Context: an optimization exercise on an open-source flow, tuned for small area and few clock cycles. The choices shown serve that exercise and are no tape-out recipe.
In this exercise RTL edits were held to simulation tests only and were not proved equivalent to the original.
Power is estimated from default activity; no workload was simulated.

File: flow/run.sh
#!/bin/bash
# synth_recipe.tcl (not shown) runs the flow's synth.tcl, then flattens the netlist and writes it again
# the make line also repeats each setting of config.mk as NAME=value (left out here)
make -C /OpenROAD-flow-scripts/flow DESIGN_CONFIG=/design/flow/config.mk WORK_HOME=/design/flow/orfs CLKGATE_MAP_FILE= SYNTH_SCRIPT=/design/flow/synth_recipe.tcl finish
File: flow/config.mk
export PLATFORM = sky130hd
export DESIGN_NAME = feature_window_ctrl
export DESIGN_NICKNAME = feature_window_ctrl
export VERILOG_FILES = /design/flow/design.v
export SDC_FILE = /design/flow/constraint.sdc
export NUM_CORES = 4
export LEC_CHECK = 0
export CAP_MARGIN = 20
export CORE_MARGIN = 2
export CORE_UTILIZATION = 40
export SLEW_MARGIN = 20
File: flow/constraint.sdc
create_clock -name core_clock -period 10.0 [get_ports {clk}]
set_input_delay 2.0000 -clock core_clock [delete_from_list [all_inputs] [get_ports {clk}]]
set_output_delay 2.0000 -clock core_clock [all_outputs]
set_load 0.01 [all_outputs]
File: flow/design.v
`timescale 1ns/10ps
`default_nettype none
module feature_mem (
    input  wire              clk,
    input  wire              wr_en,
    input  wire  [4:0]       wr_ring,
    input  wire  [15:0]      wr_data,
    input  wire  [8*5-1:0]   bank_sel,
    output logic [8*16-1:0]  bank_data
);
    genvar k, q;
    logic [7:0][15:0] pos_q [32];
    generate
        for (k = 0; k < 32; k++)
        begin : g_ring
            always_ff @(posedge clk)
            begin
                pos_q[k][7:1] <= pos_q[k][6:0];
                if (wr_en && wr_ring == 5'(k))
                    pos_q[k][0] <= wr_data;
                else
                    pos_q[k][0] <= pos_q[k][7];
            end
        end
        for (q = 0; q < 8; q++)
        begin : g_bank
            logic [15:0] col [32];
            for (k = 0; k < 32; k++)
            begin : g_col
                assign col[k] = pos_q[k][q];
            end
            assign bank_data[q*16 +: 16] = col[bank_sel[q*5 +: 5]];
        end
    endgenerate
endmodule
`default_nettype wire
`timescale 1ns/10ps
`default_nettype none
module feature_window_ctrl #(
    parameter int FMAP_WIDTH  = 8,
    parameter int FMAP_HEIGHT = 6
)(
    input  wire          clk,
    input  wire          rst_n,
    input  wire          wb_cyc,
    input  wire          wb_stb,
    input  wire          wb_we,
    input  wire  [7:0]   wb_adr,
    input  wire  [15:0]  wb_dat_w,
    output logic [15:0]  wb_dat_r,
    output logic         wb_ack,
    input  wire          start,
    input  wire          kernel_mode,    
    input  wire  [7:0]   fmap_base,
    output logic         busy,
    output logic         window_valid,
    output logic [143:0] window_data
);
    localparam int FD = 6;       
    function automatic logic [2:0] jidx(input logic [7:0] a);
        jidx = a[2:0] + a[5:3];
    endfunction
    logic [2:0] ph;
    always_ff @(posedge clk)
        ph <= ph + 3'd1;
    logic [FD-1:0] fv;
    logic [7:0]    fa [FD];
    logic [15:0]   fd [FD];
    logic [FD-1:0] sv;
    logic [7:0]    sa [FD];
    logic [15:0]   sd [FD];
    logic [FD-1:0] fmatch;
    logic [FD-1:0] fgone;
    logic          drain_en;
    logic [4:0]    drain_ring;
    logic [15:0]   drain_data;
    logic          push_ok;
    logic          push;
    logic          wb_req;
    assign wb_req = wb_cyc && wb_stb && !wb_ack;
    always_comb
    begin
        for (int i = 0; i < FD; i++)
            fmatch[i] = fv[i] && ((ph - jidx(fa[i])) == 3'd7);
        drain_en   = 1'b0;
        drain_ring = fa[0][7:3];
        drain_data = fd[0];
        for (int i = FD - 1; i >= 0; i--)
            if (fmatch[i])
            begin
                drain_en   = 1'b1;
                drain_ring = fa[i][7:3];
                drain_data = fd[i];
            end
        for (int i = 0; i < FD; i++)
        begin
            fgone[i] = 1'b0;
            for (int m = 0; m <= i; m++)
                if (drain_en ? fmatch[m] : !fv[m])
                    fgone[i] = 1'b1;
        end
    end
    always_comb
    begin
        for (int i = 0; i < FD; i++)
        begin
            if (fgone[i])
            begin
                if (i < FD - 1)
                begin
                    sv[i] = fv[i+1];
                    sa[i] = fa[i+1];
                    sd[i] = fd[i+1];
                end
                else
                begin
                    sv[i] = 1'b0;
                    sa[i] = fa[i];
                    sd[i] = fd[i];
                end
            end
            else
            begin
                sv[i] = fv[i];
                sa[i] = fa[i];
                sd[i] = fd[i];
            end
        end
    end
    assign push_ok = !sv[FD-1];
    assign push    = wb_req && wb_we && push_ok;
    logic [FD-1:0] ftail;
    always_comb
    begin
        ftail = '0;
        ftail[0] = 1'b1;
        for (int i = 0; i < FD - 1; i++)
            if (sv[i])
            begin
                ftail = '0;
                ftail[i+1] = 1'b1;
            end
    end
    always_ff @(posedge clk)
    begin
        for (int i = 0; i < FD; i++)
        begin
            if (push && ftail[i])
            begin
                fv[i] <= 1'b1;
                fa[i] <= wb_adr;
                fd[i] <= wb_dat_w;
            end
            else
            begin
                fv[i] <= sv[i];
                fa[i] <= sa[i];
                fd[i] <= sd[i];
            end
        end
    end
    function automatic logic [15:0] fwd(input logic [7:0] a, input logic [15:0] raw,
                                        input logic [FD-1:0] v, input logic [FD*8-1:0] qa,
                                        input logic [FD*16-1:0] qd);
        fwd = raw;
        for (int i = 0; i < FD; i++)
            if (v[i] && qa[i*8 +: 8] == a)
                fwd = qd[i*16 +: 16];
    endfunction
    logic [FD*8-1:0]  fa_flat;
    logic [FD*16-1:0] fd_flat;
    always_comb
        for (int i = 0; i < FD; i++)
        begin
            fa_flat[i*8 +: 8]   = fa[i];
            fd_flat[i*16 +: 16] = fd[i];
        end
    logic       mode_q;
    logic [7:0] addr_q;
    logic [5:0] n_q;
    logic       start_ok;
    logic       scan_rd;
    logic [7:0] a0;
    logic       m3;
    logic [5:0] n_cur;
    logic [2:0] p0;
    logic [4:0] k0;
    assign start_ok = start && !busy;
    assign scan_rd  = start_ok || (busy && n_q != (mode_q ? 6'd32 : 6'd48));
    assign a0       = busy ? addr_q : fmap_base;
    assign m3       = busy ? mode_q : kernel_mode;
    assign n_cur    = busy ? n_q : 6'd0;
    assign p0       = ph - jidx(a0);
    assign k0       = a0[7:3];
    always_ff @(posedge clk or negedge rst_n)
    begin
        if (!rst_n)
        begin
            busy   <= 1'b0;
            mode_q <= 1'b0;
            addr_q <= '0;
            n_q    <= '0;
        end
        else if (start_ok)
        begin
            busy   <= 1'b1;
            mode_q <= kernel_mode;
            addr_q <= fmap_base + 8'd1;
            n_q    <= 6'd1;
        end
        else if (busy)
        begin
            if (scan_rd)
            begin
                addr_q <= addr_q + 8'd1;
                n_q    <= n_q + 6'd1;
            end
            else
                busy <= 1'b0;
        end
    end
    always_ff @(posedge clk or negedge rst_n)
    begin
        if (!rst_n)
            window_valid <= 1'b0;
        else
            window_valid <= scan_rd && (!m3 || n_cur[2:0] >= 3'd2);
    end
    logic [2:0]       pw;
    logic [2:0]       dw;
    logic             wb_conf;
    logic [8*5-1:0]   bank_sel;
    logic [8*16-1:0]  bank_data;
    assign pw      = ph - jidx(wb_adr);
    assign dw      = p0 - pw;
    assign wb_conf = scan_rd && (dw == 3'd0 || (m3 && (dw == 3'd1 || dw == 3'd2)));
    always_comb
    begin
        for (int q = 0; q < 8; q++)
        begin
            logic [2:0] d;
            d = p0 - 3'(q);
            if (scan_rd && (d == 3'd0 || (m3 && (d == 3'd1 || d == 3'd2))))
                bank_sel[q*5 +: 5] = k0 + {2'b00, d};
            else
                bank_sel[q*5 +: 5] = wb_adr[7:3];
        end
    end
    feature_mem u_mem (
        .clk       (clk),
        .wr_en     (drain_en),
        .wr_ring   (drain_ring),
        .wr_data   (drain_data),
        .bank_sel  (bank_sel),
        .bank_data (bank_data)
    );
    function automatic logic [15:0] bank_pick(input logic [8*16-1:0] bd, input logic [2:0] q);
        bank_pick = bd[q*16 +: 16];
    endfunction
    logic [15:0] lane0, lane1, lane2, lanew;
    assign lane0 = fwd(a0,          bank_pick(bank_data, p0),        fv, fa_flat, fd_flat);
    assign lane1 = fwd(a0 + 8'd8,   bank_pick(bank_data, p0 - 3'd1), fv, fa_flat, fd_flat);
    assign lane2 = fwd(a0 + 8'd16,  bank_pick(bank_data, p0 - 3'd2), fv, fa_flat, fd_flat);
    assign lanew = fwd(wb_adr,      bank_pick(bank_data, pw),        fv, fa_flat, fd_flat);
    always_ff @(posedge clk or negedge rst_n)
    begin
        if (!rst_n)
            wb_ack <= 1'b0;
        else
            wb_ack <= wb_req && (wb_we ? push_ok : !wb_conf);
    end
    always_ff @(posedge clk)
        wb_dat_r <= lanew;
    always_ff @(posedge clk)
    begin
        if (m3)
        begin
            window_data[0*16 +: 16] <= window_data[1*16 +: 16];
            window_data[1*16 +: 16] <= window_data[2*16 +: 16];
            window_data[2*16 +: 16] <= lane0;
            window_data[3*16 +: 16] <= window_data[4*16 +: 16];
            window_data[4*16 +: 16] <= window_data[5*16 +: 16];
            window_data[5*16 +: 16] <= lane1;
            window_data[6*16 +: 16] <= window_data[7*16 +: 16];
            window_data[7*16 +: 16] <= window_data[8*16 +: 16];
            window_data[8*16 +: 16] <= lane2;
        end
        else
            window_data <= {128'd0, lane0};
    end
endmodule
`default_nettype wire
==> results of run 1 <==
worst max-delay path by stage:
stage / startpoint / end / slack [ps] / depth (start not counted)
CTS: fmap_base[3] / window_data[14]$_DFF_P_ / 200 / 29
detailed placement: fmap_base[3] / window_data[14]$_DFF_P_ / -850 / 29
global placement: fmap_base[4] / wb_dat_r[3]$_DFF_P_ / -1390 / 29
floorplan: fmap_base[4] / window_data[142]$_SDFF_PN0_ / 70 / 36
kinds of logic after synthesis:
| group | count (synthesis) | synth area share |
|---|---|---|
| flip-flops | 4427 | 0.587 |
| AO/OA/AOI/OAI | 3979 | 0.194 |
| AND/OR/NAND/NOR | 3106 | 0.0983 |
| multiplexers | 1020 | 0.0740 |
| buffers and inverters | 1008 | 0.0264 |
| XOR/XNOR | 223 | 0.0135 |
| adder cells (fa/ha/maj) | 70 | 0.00664 |
stage by stage:
stage	area [µm²]	utilization	total power [W]
CTS	200000	0.523	0.164
detailed placement	185000	0.483	0.146
global placement	184000	0.481	0.147
floorplan	154000	-	0.0604
cell usage after synthesis, types with 30 or more instances:
| master | count |
|---|---|
| buf_1 | 93 |
| o211ai_1 | 108 |
| a21oi_1 | 415 |
| o2111ai_1 | 52 |
| a2111oi_0 | 74 |
| a32oi_1 | 84 |
| buf_2 | 71 |
| a311oi_1 | 31 |
| and3_1 | 112 |
| or2_2 | 51 |
| ha_1 | 51 |
| and4_1 | 32 |
| nor4_1 | 129 |
| nor2_1 | 669 |
| a221o_1 | 48 |
| a21o_1 | 30 |
| nand4_1 | 270 |
| a22o_1 | 284 |
| a221oi_1 | 245 |
| and2_1 | 130 |
| a21boi_0 | 32 |
| nand3_1 | 368 |
| nand2b_1 | 35 |
| xor2_1 | 57 |
| dfxtp_1 | 4265 |
| a32o_1 | 51 |
| a211oi_1 | 127 |
| nor3_1 | 219 |
| o221ai_1 | 54 |
| a31oi_1 | 146 |
| nor2b_1 | 35 |
| o22ai_1 | 170 |
| mux2_2 | 678 |
| clkbuf_1 | 684 |
| mux2i_1 | 315 |
| edfxtp_1 | 144 |
| a22oi_1 | 1022 |
| o31ai_1 | 51 |
| o21ai_0 | 408 |
| inv_1 | 113 |
| xnor2_1 | 157 |
| nand2_1 | 908 |
| o21a_1 | 45 |
| a222oi_1 | 230 |
per-layer routing:
layer | GRT usage | GRT overflow
met5 | 0.700 | 94
met4 | 0.868 | 1794
met3 | 0.857 | 947
met2 | 0.976 | 3048
met1 | 0.914 | 825
power groups by stage:
stage / Combinational (W) / Sequential, W / Clock (W)
2_1_floorplan: 0.0321 / 0.0283 / 0
3_3_place_gp: 0.112 / 0.0343 / 0
3_5_place_dp: 0.112 / 0.0341 / 0
4_1_cts: 0.113 / 0.0339 / 0.0177
==> results.sh, run 1 <==
export IMPL_status="stopped before the end"
export IMPL_haltStage="global routing (5_1_grt)"
export IMPL_stop_error="[ERROR GRT-0116] Global routing finished with congestion. Check the congestion regions in the DRC Viewer."
export IMPL_grt_pass1_vias=192000
export IMPL_cts_max_path_buffers=4
export IMPL_synth_cells=13800
export IMPL_syn_avg_cell_area_um2=11.1
export IMPL_dp_hpwl_um=1250000
export IMPL_cts_htree_levels=5
export IMPL_yosys_area_top_type="dfxtp_1"
export IMPL_netlist_area_leader_share=0.556
export IMPL_synthTopCellsByArea="dfxtp_1, a22oi_1, mux2_2"
export IMPL_syn_num_nets=13900
export IMPL_grt_overflow=6708
export IMPL_gr_usage_all_layers=0.907
export IMPL_cts_hold_buf=0
export IMPL_synth_area_mm2=0.153
export IMPL_ys_ff_latch=4427
export IMPL_fp_row_count=227
export IMPL_cts_buffers=440
export IMPL_grt_start_max_net_pins=84
export IMPL_die_w_um=623
export IMPL_post_cts_buffers=0
export IMPL_ys_types=117
export IMPL_gp_congestion=1.59
export IMPL_yosys_most_used_dff="dfxtp_1"
export IMPL_die_h_um=623
export IMPL_async_reset_ff_frac=0.00407
export IMPL_dp_cells=20400
export IMPL_io_buffer_count=201
export IMPL_pre_cts_ws_ps=-847
export IMPL_initial_core_util=0.402
export IMPL_yosys_warnings=15
export IMPL_ys_seq_area_frac=0.587
export IMPL_cts_sinks=4427
export IMPL_clockRootBuffer="clkbuf_16"
export IMPL_ioPinCount=202
export IMPL_grt_pass1_wl_um=2390000
export IMPL_synth_edf_count=144
export IMPL_post_cts_resized=0
Testbench counts, summed over its fixed seeds: cycles 9,155.
==> run 2, diff against run 1 <==
--- a/flow/design.v
+++ b/flow/design.v
@@ -5,3 +5,3 @@
     input  wire              wr_en,
-    input  wire  [4:0]       wr_ring,
+    input  wire  [5:0]       wr_ring,
     input  wire  [15:0]      wr_data,
@@ -10,6 +10,6 @@
 );
-    genvar k, q;
-    logic [7:0][15:0] pos_q [32];
+    genvar r, q, i, s;
+    logic [3:0][15:0] slot_q [64];
     generate
-        for (k = 0; k < 32; k++)
+        for (r = 0; r < 64; r++)
         begin : g_ring
@@ -17,7 +17,7 @@
             begin
-                pos_q[k][7:1] <= pos_q[k][6:0];
-                if (wr_en && wr_ring == 5'(k))
-                    pos_q[k][0] <= wr_data;
+                slot_q[r][3:1] <= slot_q[r][2:0];
+                if (wr_en && wr_ring == 6'(r))
+                    slot_q[r][0] <= wr_data;
                 else
-                    pos_q[k][0] <= pos_q[k][7];
+                    slot_q[r][0] <= slot_q[r][3];
             end
@@ -26,8 +26,11 @@
         begin : g_bank
-            logic [15:0] col [32];
-            for (k = 0; k < 32; k++)
-            begin : g_col
-                assign col[k] = pos_q[k][q];
-            end
-            assign bank_data[q*16 +: 16] = col[bank_sel[q*5 +: 5]];
+            logic [15:0] word [32];
+            for (i = 0; i < 8; i++)
+            begin : g_entry
+                for (s = 0; s < 4; s++)
+                begin : g_slot
+                    assign word[4*i + s] = slot_q[i*8 + q][s];
+                end
+            end
+            assign bank_data[q*16 +: 16] = word[bank_sel[q*5 +: 5]];
         end
@@ -58,9 +61,9 @@
 );
-    localparam int FD = 6;       
-    function automatic logic [2:0] jidx(input logic [7:0] a);
-        jidx = a[2:0] + a[5:3];
+    localparam int FD = 4;       
+    function automatic logic [2:0] bank_of(input logic [7:0] a);
+        bank_of = a[4:2];
     endfunction
-    logic [2:0] ph;
+    logic [1:0] ph;
     always_ff @(posedge clk)
-        ph <= ph + 3'd1;
+        ph <= ph + 2'd1;
     logic [FD-1:0] fv;
@@ -74,3 +77,3 @@
     logic          drain_en;
-    logic [4:0]    drain_ring;
+    logic [5:0]    drain_ring;
     logic [15:0]   drain_data;
@@ -83,5 +86,5 @@
         for (int i = 0; i < FD; i++)
-            fmatch[i] = fv[i] && ((ph - jidx(fa[i])) == 3'd7);
+            fmatch[i] = fv[i] && ((ph - fa[i][1:0]) == 2'd3);
         drain_en   = 1'b0;
-        drain_ring = fa[0][7:3];
+        drain_ring = fa[0][7:2];
         drain_data = fd[0];
@@ -91,3 +94,3 @@
                 drain_en   = 1'b1;
-                drain_ring = fa[i][7:3];
+                drain_ring = fa[i][7:2];
                 drain_data = fd[i];
@@ -185,4 +188,2 @@
     logic [5:0] n_cur;
-    logic [2:0] p0;
-    logic [4:0] k0;
     assign start_ok = start && !busy;
@@ -192,4 +193,2 @@
     assign n_cur    = busy ? n_q : 6'd0;
-    assign p0       = ph - jidx(a0);
-    assign k0       = a0[7:3];
     always_ff @(posedge clk or negedge rst_n)
@@ -228,10 +227,21 @@
     end
-    logic [2:0]       pw;
-    logic [2:0]       dw;
-    logic             wb_conf;
-    logic [8*5-1:0]   bank_sel;
-    logic [8*16-1:0]  bank_data;
-    assign pw      = ph - jidx(wb_adr);
-    assign dw      = p0 - pw;
-    assign wb_conf = scan_rd && (dw == 3'd0 || (m3 && (dw == 3'd1 || dw == 3'd2)));
+    logic [7:0]      a1;
+    logic [7:0]      a2;
+    logic [2:0]      b0;
+    logic [2:0]      b1;
+    logic [2:0]      b2;
+    logic [2:0]      bw;
+    logic            wb_conf;
+    logic [8*5-1:0]  bank_sel;
+    logic [8*16-1:0] bank_data;
+    assign a1 = a0 + 8'd8;
+    assign a2 = a0 + 8'd16;
+    assign b0 = bank_of(a0);
+    assign b1 = bank_of(a1);
+    assign b2 = bank_of(a2);
+    assign bw = bank_of(wb_adr);
+    assign wb_conf = scan_rd && (bw == b0 || (m3 && (bw == b1 || bw == b2)));
+    function automatic logic [4:0] sel_of(input logic [7:0] a, input logic [1:0] p);
+        sel_of = {a[7:5], 2'(p - a[1:0])};
+    endfunction
     always_comb
@@ -240,8 +250,10 @@
         begin
-            logic [2:0] d;
-            d = p0 - 3'(q);
-            if (scan_rd && (d == 3'd0 || (m3 && (d == 3'd1 || d == 3'd2))))
-                bank_sel[q*5 +: 5] = k0 + {2'b00, d};
+            if (scan_rd && b0 == 3'(q))
+                bank_sel[q*5 +: 5] = sel_of(a0, ph);
+            else if (scan_rd && m3 && b1 == 3'(q))
+                bank_sel[q*5 +: 5] = sel_of(a1, ph);
+            else if (scan_rd && m3 && b2 == 3'(q))
+                bank_sel[q*5 +: 5] = sel_of(a2, ph);
             else
-                bank_sel[q*5 +: 5] = wb_adr[7:3];
+                bank_sel[q*5 +: 5] = sel_of(wb_adr, ph);
         end
@@ -260,6 +272,6 @@
     logic [15:0] lane0, lane1, lane2, lanew;
-    assign lane0 = fwd(a0,          bank_pick(bank_data, p0),        fv, fa_flat, fd_flat);
-    assign lane1 = fwd(a0 + 8'd8,   bank_pick(bank_data, p0 - 3'd1), fv, fa_flat, fd_flat);
-    assign lane2 = fwd(a0 + 8'd16,  bank_pick(bank_data, p0 - 3'd2), fv, fa_flat, fd_flat);
-    assign lanew = fwd(wb_adr,      bank_pick(bank_data, pw),        fv, fa_flat, fd_flat);
+    assign lane0 = fwd(a0,     bank_pick(bank_data, b0), fv, fa_flat, fd_flat);
+    assign lane1 = fwd(a1,     bank_pick(bank_data, b1), fv, fa_flat, fd_flat);
+    assign lane2 = fwd(a2,     bank_pick(bank_data, b2), fv, fa_flat, fd_flat);
+    assign lanew = fwd(wb_adr, bank_pick(bank_data, bw), fv, fa_flat, fd_flat);
     always_ff @(posedge clk or negedge rst_n)
==> results.sh, run 2 <==
export IMPL_crit_path_start_kind="input pin"
export IMPL_crit_required_ps=10990
export IMPL_finalSetupViolCount=0
export IMPL_netlist_area_leader_share=0.576
export IMPL_initial_core_util=0.402
export IMPL_drc_errors=0
export IMPL_synth_area_mm2=0.148
export IMPL_tns_ps=0
export IMPL_place_area_mm2=0.160
export IMPL_arrival_ps=10660
export IMPL_yosysMostFrequentCell="dfxtp_1"
export IMPL_firstDrtPassIters=7
export IMPL_seqPwrFrac=0.341
export IMPL_regMostFlops="u_mem.slot_q"
export IMPL_rsz0062_at_grt="no"
export IMPL_drv_cap=0
export IMPL_clockRootBuffer="clkbuf_16"
export IMPL_grt_overflow=0
export IMPL_grt_pass1_wl_um=939000
export IMPL_min_path_type="reg -> reg"
export IMPL_intPower_w=0.0379
export IMPL_fmax_mhz=103
export IMPL_cts_max_path_buffers=4
export IMPL_post_cts_buffers=0
export IMPL_mostFrequentLayoutCell="dfxtp_1"
export IMPL_swShare=0.451
export IMPL_critPathCaptureType="flip-flop"
export IMPL_syn_avg_cell_area_um2=10.3
export IMPL_p_total_w=0.0690
export IMPL_cp_startpoint="fmap_base[0]"
export IMPL_drt_wl_total_um=677000
export IMPL_clk_pin_slew_ps=60
export IMPL_ir_worst_vdd_uv=251
export IMPL_dp_hpwl_um=467000
export IMPL_worstSkewPairLatency_ps=1050
export IMPL_final_period_utilization=0.967
export IMPL_dp_cells=19200
export IMPL_cts_tree="yes"
export IMPL_cts_buffers=435
export IMPL_fin_area_mm2=0.175
export IMPL_skew_ps=132
export IMPL_layout_common_cells="dfxtp_1, o21ai_0, nand2_1"
export IMPL_status="no timing/DRC/antenna violations"
export IMPL_gr_usage_all_layers=0.347
export IMPL_use_met1=0.458
export IMPL_holdWs_ps=272
export IMPL_grt_start_max_net_pins=79
export IMPL_synth_common_cells="dfxtp_1, nand2_1, o21ai_0"
export IMPL_synth_cells=14400
export IMPL_reg2reg_to="window_data[12]$_DFF_P_"
export IMPL_cts_hold_buf=0
export IMPL_use_met2=0.504
export IMPL_r2r_cells=21
export IMPL_synthTopCellsByArea="dfxtp_1, o21ai_0, nand2_1"
export IMPL_ys_types=134
export IMPL_hold_viol=0
export IMPL_powerDensity_mw_per_mm2=395
export IMPL_yosys_area_top_type="dfxtp_1"
export IMPL_worstReg2RegStart="busy$_DFF_PN0_"
export IMPL_die_h_um=613
export IMPL_syn_num_nets=14400
export IMPL_layout_cells_non_filler=20000
export IMPL_synth_edf_count=96
export IMPL_ys_seq_area_frac=0.598
export IMPL_antenna_found_initial=56
export IMPL_ioPinCount=202
export IMPL_p_leak_nw=62.8
export IMPL_cts_sinks=4376
export IMPL_fp_row_count=223
export IMPL_yosys_most_used_dff="dfxtp_1"
export IMPL_die_area_mm2=0.375
export IMPL_ys_ff_latch=4376
export IMPL_reg2reg_slack_ps=750
export IMPL_post_cts_resized=0
export IMPL_routed_via_density=6.36
export IMPL_power_net_switching_w=0.0311
export IMPL_largestRegisters="u_mem.slot_q (4096), window_data (144), fd (64)"
export IMPL_period_needed_ps=9670
export IMPL_drtAntennaViolNets=0
export IMPL_synthToLayoutAreaGrowth_pct=17.8
export IMPL_num_vias=127000
export IMPL_power_frac_clock=0.248
export IMPL_top_usage_layer="met2"
export IMPL_gp_congestion=1.05
export IMPL_yosys_warnings=15
export IMPL_globalRouteMet3Util=0.0912
export IMPL_grt_pass1_vias=120000
export IMPL_critPathKind="in -> reg"
export IMPL_slew_violations=0
export IMPL_io_buffer_count=201
export IMPL_drive_above_1_share=0.136
export IMPL_cp_max_fo=30
export IMPL_coreArea_mm2=0.369
export IMPL_timing_slew_headroom=0.104
export IMPL_final_nets=14800
export IMPL_die_w_um=613
export IMPL_max_slew_worst_pin_slew_ps=1340
export IMPL_cts_htree_levels=5
export IMPL_largest_reg_flops=4096
export IMPL_async_reset_ff_frac=0.00411
export IMPL_combPwrFrac=0.411
export IMPL_cp_endpoint="window_data[12]$_DFF_P_"
export IMPL_drt_iter0_markers=18400
export IMPL_wl_per_cell_um=33.8
[run 2: changes by cell type after synthesis, moves of 136 or more]
| cell | change |
|---|---|
| o21ai_0 | +1236 |
| nand2_1 | +757 |
| mux2_2 | -530 |
| a22oi_1 | -528 |
| nor2_1 | -210 |
| buf_2 | +168 |
| mux2i_1 | -136 |
[run 2: worst min-delay path by stage]
stage	slack [ps]	from	cells past startpoint	endpoint
global route	290	u_mem.slot_q[55][39]$_DFF_P_	0	u_mem.slot_q[55][55]$_DFF_P_
global placement	330	u_mem.slot_q[46][12]$_DFF_P_	0	u_mem.slot_q[46][28]$_DFF_P_
floorplan	320	u_mem.slot_q[2][1]$_DFF_P_	0	u_mem.slot_q[2][17]$_DFF_P_
detailed placement	330	u_mem.slot_q[12][12]$_DFF_P_	0	u_mem.slot_q[12][28]$_DFF_P_
CTS	280	u_mem.slot_q[47][17]$_DFF_P_	0	u_mem.slot_q[47][33]$_DFF_P_
finish	270	u_mem.slot_q[47][17]$_DFF_P_	0	u_mem.slot_q[47][33]$_DFF_P_
[run 2: layer usage]
layer  routed length [µm]  vias to the layer above  part of all wire
met4                48600                       30             0.072
li1                     -                    54200                 -
met3                76400                     1949              0.11
met5                  224                        -           0.00033
met1               271000                    62800              0.40
met2               281000                     8363              0.42
[run 2: worst max-delay path, cell delays in order]
cell and delay [ps]:
clkdlybuf4s50_1 660, mux2i_1 240, buf_4 250, inv_1 70, ha_1 190, xnor2_1 300
xor2_2 770, nand2_1 800, nor3_1 400, buf_4 290, or2_4 480, o32ai_1 190
a2111oi_2 410, and3_1 720, nor4_2 250, o32ai_1 1080, buf_4 260, mux2i_1 260
a32o_1 400, a2111oi_2 440, a21o_1 170
[run 2: cell type report]
type / instances / area [µm²]
antenna: 46 / 115
fill: 34300 / 194000
clock buffer: 608 / 12500
tap: 4950 / 6190
inverter: 47 / 179
multi-input combinational: 8835 / 56300
clock inverter: 178 / 2430
timing repair buffer: 1005 / 8230
sequential: 4376 / 88700
[run 2: per-stage QoR]
stage          setup slack, ps  utilization
2_1_floorplan             2570            -
3_3_place_gp              -347        0.432
3_5_place_dp              -437        0.433
4_1_cts                    651        0.473
5_1_grt                    470        0.473
6_report                   333        0.473
[run 2: cells by family (layout without fill, tap and decap cells)]
kind of cell / count (synthesis) / in the layout / synth area share
other: 0 / 46 / 0
AND/OR/NAND/NOR: 3590 / 3590 / 0.112
XOR/XNOR: 122 / 122 / 0.00766
buffers and inverters: 1161 / 1838 / 0.0324
multiplexers: 356 / 356 / 0.0274
AO/OA/AOI/OAI: 4756 / 4756 / 0.221
adder cells (fa/ha/maj): 11 / 11 / 0.000929
flip-flops: 4376 / 4376 / 0.598
[run 2: power groups by stage]
stage / combinational (W) / sequential (W) / clock (W)
detailed placement: 0.0269 / 0.0237 / 0
finish: 0.0284 / 0.0235 / 0.0171
floorplan: 0.0123 / 0.0227 / 0
global route: 0.0283 / 0.0238 / 0.0179
global placement: 0.0269 / 0.0237 / 0
CTS: 0.0270 / 0.0234 / 0.0172
Testbench counts of run 2, summed over its fixed seeds: cycles 9,190.
==> run 3, diff against run 2 <==
--- a/flow/design.v
+++ b/flow/design.v
@@ -189,6 +189,6 @@
     assign start_ok = start && !busy;
-    assign scan_rd  = start_ok || (busy && n_q != (mode_q ? 6'd32 : 6'd48));
-    assign a0       = busy ? addr_q : fmap_base;
-    assign m3       = busy ? mode_q : kernel_mode;
-    assign n_cur    = busy ? n_q : 6'd0;
+    assign scan_rd  = busy && n_q != (mode_q ? 6'd32 : 6'd48);
+    assign a0       = addr_q;
+    assign m3       = mode_q;
+    assign n_cur    = n_q;
     always_ff @(posedge clk or negedge rst_n)
@@ -206,4 +206,4 @@
             mode_q <= kernel_mode;
-            addr_q <= fmap_base + 8'd1;
-            n_q    <= 6'd1;
+            addr_q <= fmap_base;
+            n_q    <= 6'd0;
         end
--- a/flow/config.mk
+++ b/flow/config.mk
@@ -10,2 +10,4 @@
 export CORE_UTILIZATION = 40
+export CTS_CLUSTER_DIAMETER = 60
+export CTS_CLUSTER_SIZE = 30
 export SLEW_MARGIN = 20
==> results.sh, run 3 <==
export IMPL_synth_area_mm2=0.148
export IMPL_regMostFlops="u_mem.slot_q"
export IMPL_yosys_warnings=15
export IMPL_largestRegisters="u_mem.slot_q (4096), window_data (144), fd (64)"
export IMPL_firstDrtPassIters=7
export IMPL_cts_htree_levels=5
export IMPL_skew_ps=70.7
export IMPL_cp_max_fo=31
export IMPL_fin_area_mm2=0.167
export IMPL_initial_core_util=0.402
export IMPL_drv_cap=0
export IMPL_ys_seq_area_frac=0.598
export IMPL_critPathKind="reg -> reg"
export IMPL_yosys_most_used_dff="dfxtp_1"
export IMPL_routed_via_density=6.35
export IMPL_grt_pass1_wl_um=882000
export IMPL_async_reset_ff_frac=0.00411
export IMPL_die_h_um=613
export IMPL_synth_area_mux_share=0.0319
export IMPL_crit_path_start_kind="flip-flop"
export IMPL_cts_sinks=4376
export IMPL_timing_slew_headroom=0.102
export IMPL_drt_wl_total_um=631000
export IMPL_min_path_type="reg -> reg"
export IMPL_drc_errors=0
export IMPL_ioPinCount=202
export IMPL_ys_types=133
export IMPL_cts_tree="yes"
export IMPL_synthTopCellsByArea="dfxtp_1, o21ai_0, nand2_1"
export IMPL_synth_edf_count=96
export IMPL_finalSetupViolCount=0
export IMPL_yosys_area_top_type="dfxtp_1"
export IMPL_num_vias=124000
export IMPL_synthToLayoutAreaGrowth_pct=12.8
export IMPL_clk_pin_slew_ps=100
export IMPL_syn_avg_cell_area_um2=10.3
export IMPL_critPathCaptureType="flip-flop"
export IMPL_period_needed_ps=8570
export IMPL_yosysMostFrequentCell="dfxtp_1"
export IMPL_grt_pass1_vias=116000
export IMPL_post_cts_resized=0
export IMPL_n_fill_cell=34800
export IMPL_layout_common_cells="dfxtp_1, nand2_1, o21ai_0"
export IMPL_yosys_area_share_simple=0.112
export IMPL_crit_required_ps=10810
export IMPL_powerDensity_mw_per_mm2=379
export IMPL_largest_reg_flops=4096
export IMPL_final_nets=14300
export IMPL_synth_top_family_by_area="compound AO/OA/AOI/OAI gates"
export IMPL_synth_xor_area_frac=0.00800
export IMPL_grt_overflow=0
export IMPL_cts_max_path_buffers=4
export IMPL_p_leak_nw=59.5
export IMPL_coreArea_mm2=0.369
export IMPL_cts_hold_buf=0
export IMPL_tns_ps=0
export IMPL_fp_row_count=223
export IMPL_die_w_um=613
export IMPL_io_buffer_count=201
export IMPL_synth_cells=14400
export IMPL_synthAdderAreaFrac=0.000928
export IMPL_cts_buffers=271
export IMPL_wl_per_cell_um=32.4
export IMPL_syn_num_nets=14400
export IMPL_post_cts_buffers=0
export IMPL_drt_iter0_markers=18600
export IMPL_max_slew_worst_pin_slew_ps=1340
export IMPL_drive_above_1_share=0.111
export IMPL_mostFrequentLayoutCell="dfxtp_1"
export IMPL_dp_hpwl_um=421000
export IMPL_rsz0062_at_grt="no"
export IMPL_slew_violations=0
export IMPL_gp_congestion=1.05
export IMPL_gr_usage_all_layers=0.323
export IMPL_netlist_area_leader_share=0.575
export IMPL_grt_start_max_net_pins=93
export IMPL_clockRootBuffer="clkbuf_16"
export IMPL_synth_compound_area_frac=0.214
export IMPL_hold_viol=0
export IMPL_status="no timing/DRC/antenna violations"
export IMPL_ys_ff_latch=4376
export IMPL_die_area_mm2=0.376
export IMPL_final_period_utilization=0.857
export IMPL_arrival_ps=9380
export IMPL_fmax_mhz=117
export IMPL_synth_common_cells="dfxtp_1, nand2_1, o21ai_0"
export IMPL_drtAntennaViolNets=0
export IMPL_worstSkewPairLatency_ps=980
export IMPL_ir_worst_vdd_uv=248
export IMPL_place_area_mm2=0.157
export IMPL_antenna_found_initial=46
## run 3: cell types whose count changed after synthesis, sizes merged, moves of 62 or more
cell | previous run | this run
a221oi | 221 | 329
a31oi | 98 | 160
buf | 354 | 493
nor3 | 267 | 197
nand2 | 1672 | 1785
o21ai | 1675 | 1530
nand3 | 456 | 552
a22oi | 498 | 416
nor2b | 91 | 12
and2 | 27 | 117
clkbuf | 760 | 653
## run 3: per-stage QoR
step	power (W)	setup slack [ps]	hold WS, ps	utilization	std cells
floorplan	0.0362	4380	323	-	14400
global placement	0.0491	264	326	0.425	18900
global route	0.0647	1590	322	0.453	19400
CTS	0.0621	1930	309	0.453	19400
detailed placement	0.0491	1180	328	0.426	18900
finish	0.0635	1430	303	0.453	19500
## run 3: layout make-up
| type | instances | area, µm² | share of cell area |
|---|---|---|---|
| timing repair buffer | 751 | 6270 | 0.0375 |
| inverter | 42 | 164 | 0.000980 |
| clock inverter | 193 | 2880 | 0.0172 |
| clock buffer | 304 | 7250 | 0.0433 |
| multi-input combinational | 8811 | 55700 | 0.333 |
| sequential | 4376 | 88700 | 0.530 |
| tap | 4950 | 6190 | 0.0370 |
| antenna | 39 | 97.6 | 0.000584 |
## run 3: where the power goes
group	internal [W]	switching, W	leakage [nW]
registers	0.0218	0.00283	35.7
clock network	0.00617	0.00703	4.90
logic	0.00641	0.0192	18.9
total	0.0344	0.0291	59.5
## run 3: final timing paths
check	start	endpoint	slack (ps)	cells after the start
worst max-delay path	addr_q[3]$_DFFE_PN0P_	window_data[0]$_DFF_P_	1430	18
worst min-delay path	u_mem.slot_q[47][39]$_DFF_P_	u_mem.slot_q[47][55]$_DFF_P_	300	0
worst max register to register	addr_q[3]$_DFFE_PN0P_	window_data[0]$_DFF_P_	1430	18
worst min register to register	u_mem.slot_q[47][39]$_DFF_P_	u_mem.slot_q[47][55]$_DFF_P_	300	0
max in group asynchronous	rst_n	addr_q[3]$_DFFE_PN0P_	8260	2
min in group asynchronous	rst_n	window_valid$_DFF_PN0_	1370	2
## run 3: metal layers
| layer | vias to the layer above | global-route usage | wire [µm] | share of wire |
|---|---|---|---|---|
| met5 | - | 0.000258 | 20 | 0.000032 |
| met2 | 8070 | 0.465 | 262000 | 0.41 |
| met3 | 1791 | 0.0836 | 71500 | 0.11 |
| li1 | 53000 | - | - | - |
| met4 | 2 | 0.205 | 45800 | 0.073 |
| met1 | 60800 | 0.428 | 252000 | 0.40 |
## run 3: critical path: stages, from the launching register on
cell and delay, ps:
dfrtp_4 690, ha_2 1010, nand2_1 420, o21ai_1 1050, nand2_1 580, a21oi_4 770, buf_4 440, nor2_2 80
buf_4 220, a221oi_1 260, nor4_1 100, or3_1 390, o32ai_2 450, buf_4 310, mux4_2 280, a21oi_1 80
a221oi_1 880, buf_4 260, o31ai_1 70
## run 3: kinds of logic (layout without fill, tap and decap cells)
| family | Yosys count | in the layout |
|---|---|---|
| buffers and inverters | 1188 | 1290 |
| muxes | 419 | 419 |
| other | 0 | 39 |
| AOI/OAI and AO/OA | 4597 | 4597 |
| adders and majority gates | 11 | 11 |
| xor gates and xnor gates | 125 | 125 |
| and+or+nand+nor | 3659 | 3659 |
| DFF | 4376 | 4376 |
Testbench counts of run 3, summed over its fixed seeds: cycles 9,341.

## separate check: timing with driven ports
The results above use ideal ports. As a check the final layouts listed here were re-extracted and re-timed, cells and wires unchanged.
Step 1 sets driving cells, clkbuf_16 on the clock port and buf_2 on the other inputs (assumed; they add their load-dependent delay and slew).
Step 2 times the ports against the registers' clock, not the clock port: input delays grow and output delays shrink by t, the midpoint of the rising clock arrivals with the driver on.
Three values: ideal, step 1, step 2; two values: the first two.
| run | t (ns) | setup slack, ns | worst setup path after step 2 | slew at the worst register clock pin (ns) | pins driven straight from the clock port |
|---|---|---|---|---|---|
| run 2 | 1.093 | 0.333 / 0.398 / -0.695 | input to register | 0.07 / 0.07 | 1 |
| run 3 | 1.044 | 1.435 / 1.435 / 0.594 | input to register | 0.11 / 0.11 | 1 |
With both steps, setup timing fails in run 2, where it was met with ideal ports. The setup slack of run 2, which loses most, moves by +0.065 ns with the drivers and by -1.028 ns with both steps.
